From an optimization exercise on the open Yosys and OpenROAD flow, aimed at a short achievable clock period and few clock cycles per item; shortcuts taken in it are not production practice.
Function was checked by simulation only, so behaviour that the tests miss may differ from the original.
Power figures rest on the tool's default switching activity, not on a simulated workload.

Setup of oak:
// cpu
module cpu #(
    parameter cpu_pkg::word_t RESET_PC = '0
) (
    input  logic           clk,
    input  logic           reset,
    output cpu_pkg::word_t imem_addr,
    input  cpu_pkg::word_t imem_data,
    output logic           dmem_valid,
    output logic           dmem_write,
    output cpu_pkg::word_t dmem_addr,
    output cpu_pkg::word_t dmem_wdata,
    input  logic           dmem_ready,
    input  cpu_pkg::word_t dmem_rdata
);
For scale: ~1500 flip-flops, roughly 170 I/O pins.
export LEC_CHECK = 0
export ABC_CLOCK_PERIOD_IN_PS = 2500
export CAP_MARGIN = 20
export CELL_PAD_IN_SITES_DETAIL_PLACEMENT = 1
export CELL_PAD_IN_SITES_GLOBAL_PLACEMENT = 2
export CORE_MARGIN = 2
export CORE_UTILIZATION = 30
export PLACE_DENSITY = 0.5
export SETUP_SLACK_MARGIN = 4.3
export SLEW_MARGIN = 20
export SYNTH_HIERARCHICAL = 1
create_clock -name core_clock -period 7.0 [get_ports {clk}]
standard.sh (not shown) runs the stock make flow with config.mk's settings and CLKGATE_MAP_FILE= SYNTH_SCRIPT=/design/flow/synth_recipe.tcl, a recipe that flattens the netlist after the stock synthesis.
==> flow/flow/run.sh <==
#!/bin/bash
# Standard layout, except that:
# - synthesis leaves adders to ABC instead of mapping them onto the
#   library's full/half-adder cells;
# - the port buffers are buf_6 cells instead of the small delay buffers
#   that buffer_ports picks by default (every port still gets a buffer);
# - timing repair may resize a cell to any cell of the same function, not
#   only to one of the same footprint.
set -euo pipefail
cd "$(dirname "$0")/.."
ADDER_MAP_FILE= BUFFER_PORTS_ARGS="-buffer_cell sky130_fd_sc_hd__buf_6" \
    bash standard.sh MATCH_CELL_FOOTPRINT=0 finish > standard.log 2>&1
Testbench counts of oak, summed over its fixed seeds: cycles 23,234, instructions 21,723.
Relative to oak, the following input files were edited for pine:
- swapping 4.3 for 4.0 in SETUP_SLACK_MARGIN
[summary]
- pine against oak: number of failing hold endpoints at the final stage saw little to no change; power share of the combinational group saw a decrease; clock buffer instance count of the final layout saw an increase.
- Looking at critical path start-end classification, the reg2out result is from oak; the reg2reg one comes from pine.
- Post-cts sizing count: pine vs oak down 61%

* * *

## the reference run
cpu, a different RTL version from the one above (not shown whole).
Size in the first run: roughly 170 I/O pins, about 0.079 sq mm of cells after synthesis.
Design cpu, start of the top module:
module cpu #(
    parameter cpu_pkg::word_t RESET_PC = '0
) (
    input  logic           clk,
    input  logic           reset,
    output cpu_pkg::word_t imem_addr,
    input  cpu_pkg::word_t imem_data,
    output logic           dmem_valid,
    output logic           dmem_write,
    output cpu_pkg::word_t dmem_addr,
    output cpu_pkg::word_t dmem_wdata,
    input  logic           dmem_ready,
    input  cpu_pkg::word_t dmem_rdata
);
Settings: LEC_CHECK=0, ABC_CLOCK_PERIOD_IN_PS=2500, CAP_MARGIN=20, CELL_PAD_IN_SITES_DETAIL_PLACEMENT=1, CELL_PAD_IN_SITES_GLOBAL_PLACEMENT=2, CORE_MARGIN=2, CORE_UTILIZATION=40, PLACE_DENSITY=0.6, SETUP_SLACK_MARGIN=4.0, SLEW_MARGIN=20, SYNTH_HIERARCHICAL=1; clock period 7.0 ns.
==> flow/flow/run.sh <==
#!/bin/bash
# Standard layout, except that:
# - synthesis leaves adders to ABC instead of mapping them onto the
#   library's full/half-adder cells;
# - the port buffers are buf_6 cells instead of the small delay buffers
#   that buffer_ports picks by default (every port still gets a buffer).
set -euo pipefail
cd "$(dirname "$0")/.."
ADDER_MAP_FILE= BUFFER_PORTS_ARGS="-buffer_cell sky130_fd_sc_hd__buf_6" bash standard.sh > standard.log 2>&1
Testbench counts of the reference run, summed over its fixed seeds: cycles 23,234, instructions 21,723.
diff inputs: the reference run => the trial run
Settings: CORE_UTILIZATION: 40 -> 30; PLACE_DENSITY: 0.6 -> 0.5.
==> flow/flow/run.sh <==
#!/bin/bash
# Standard layout, except that:
# - synthesis leaves adders to ABC instead of mapping them onto the
#   library's full/half-adder cells;
# - the port buffers are buf_6 cells instead of the small delay buffers
#   that buffer_ports picks by default (every port still gets a buffer);
# - timing repair may resize a cell to any cell of the same function, not
#   only to one of the same footprint.
set -euo pipefail
cd "$(dirname "$0")/.."
ADDER_MAP_FILE= BUFFER_PORTS_ARGS="-buffer_cell sky130_fd_sc_hd__buf_6" \
    bash standard.sh MATCH_CELL_FOOTPRINT=0 finish > standard.log 2>&1
Notes after the runs:
The trial run: full flow OK, the timing, DRC and antenna checks passed
Going from the reference run to the trial run, number of placement rows up 16%; number of fillers in the final layout shows an increase of 7337; total power divided by cell area up 3.1 mW/mm^2.
Summary of the trial run over the reference run: buffer count excluding the clock tree in the final layout went up 127, shortest period the worst path allows went down 0.15 ns.

* * *

## before
Another version of the RTL of cpu (not shown whole).
Size in the first run: ~5,600 cells after synthesis, ~1,500 flip-flops, ~170 I/O pins, about 79,000 um^2 of cells after synthesis.
clock: 7.0 ns
lec_check: 0
abc_clock_period_in_ps: 2500
cap_margin: 20
cell_pad_in_sites_detail_placement: 1
cell_pad_in_sites_global_placement: 2
core_margin: 2
core_utilization: 30
place_density: 0.5
setup_slack_margin: 4.3
slew_margin: 20
synth_hierarchical: 1
==> flow/flow/run.sh <==
#!/bin/bash
# Standard layout, except that:
# - synthesis leaves adders to ABC instead of mapping them onto the
#   library's full/half-adder cells;
# - the port buffers are buf_6 cells instead of the small delay buffers
#   that buffer_ports picks by default (every port still gets a buffer);
# - timing repair may resize a cell to any cell of the same function, not
#   only to one of the same footprint.
set -euo pipefail
cd "$(dirname "$0")/.."
ADDER_MAP_FILE= BUFFER_PORTS_ARGS="-buffer_cell sky130_fd_sc_hd__buf_6" \
    bash standard.sh MATCH_CELL_FOOTPRINT=0 finish > standard.log 2>&1
Testbench counts of before, summed over its fixed seeds: cycles 23,234, instructions 21,723.
diff inputs: before => after
Settings: SETUP_SLACK_MARGIN changed from 4.3 to 4.0.
--- outcome ---
- Relative to before, number of clock buffers in the layout has decreased by 4.9% in after.
- In the tables for before and after, final area reads lower with after.
- On fraction of area in registers: after sits above before.
- Total internal power went down by a few percent going from before to after.

-- separate check: timing with driven ports --
In the flow no input, the clock included, has a driving cell. The finished layouts below were timed again as built, in two steps.
Step 1, drivers: a clkbuf_16 drives clk and a buf_2 each remaining input, both assumed.
Step 2 adds t to the input delays and takes it off the output delays; t is the mean of the earliest and latest rising clock arrival at the registers after step 1. Input paths then give back, and output paths get back, about the clock's delay inside the block.
a / b / c = no drivers / after step 1 / after step 2; a / b = the first two.
| run | t, ns | slack for setup (ns) | hold WS [ns] | worst setup path at the end | slew at the worst register clock pin (ns) |
|---|---|---|---|---|---|
| oak | 0.926 | 3.903 / 3.811 / 2.891 | 0.410 / 0.410 / 0.410 | input to register | 0.07 / 0.07 |
| pine | 0.919 | 3.799 / 3.799 / 2.999 | 0.419 / 0.419 / 0.419 | input to register | 0.07 / 0.07 |
| the reference run | 0.909 | 3.741 / 3.639 / 2.730 | 0.416 / 0.416 / 0.416 | input to register | 0.07 / 0.07 |
| the trial run | 0.929 | 3.891 / 3.752 / 2.823 | 0.422 / 0.422 / 0.422 | input to register | 0.08 / 0.08 |
| before | 0.920 | 3.908 / 3.814 / 2.928 | 0.394 / 0.394 / 0.394 | input to register | 0.07 / 0.07 |
| after | 0.922 | 3.894 / 3.828 / 2.960 | 0.419 / 0.419 / 0.419 | input to register | 0.07 / 0.07 |
After both steps every run listed still meets setup and hold. For the trial run, which loses most, drivers alone change the setup slack by -0.139 ns; drivers and shift together by -1.068 ns.
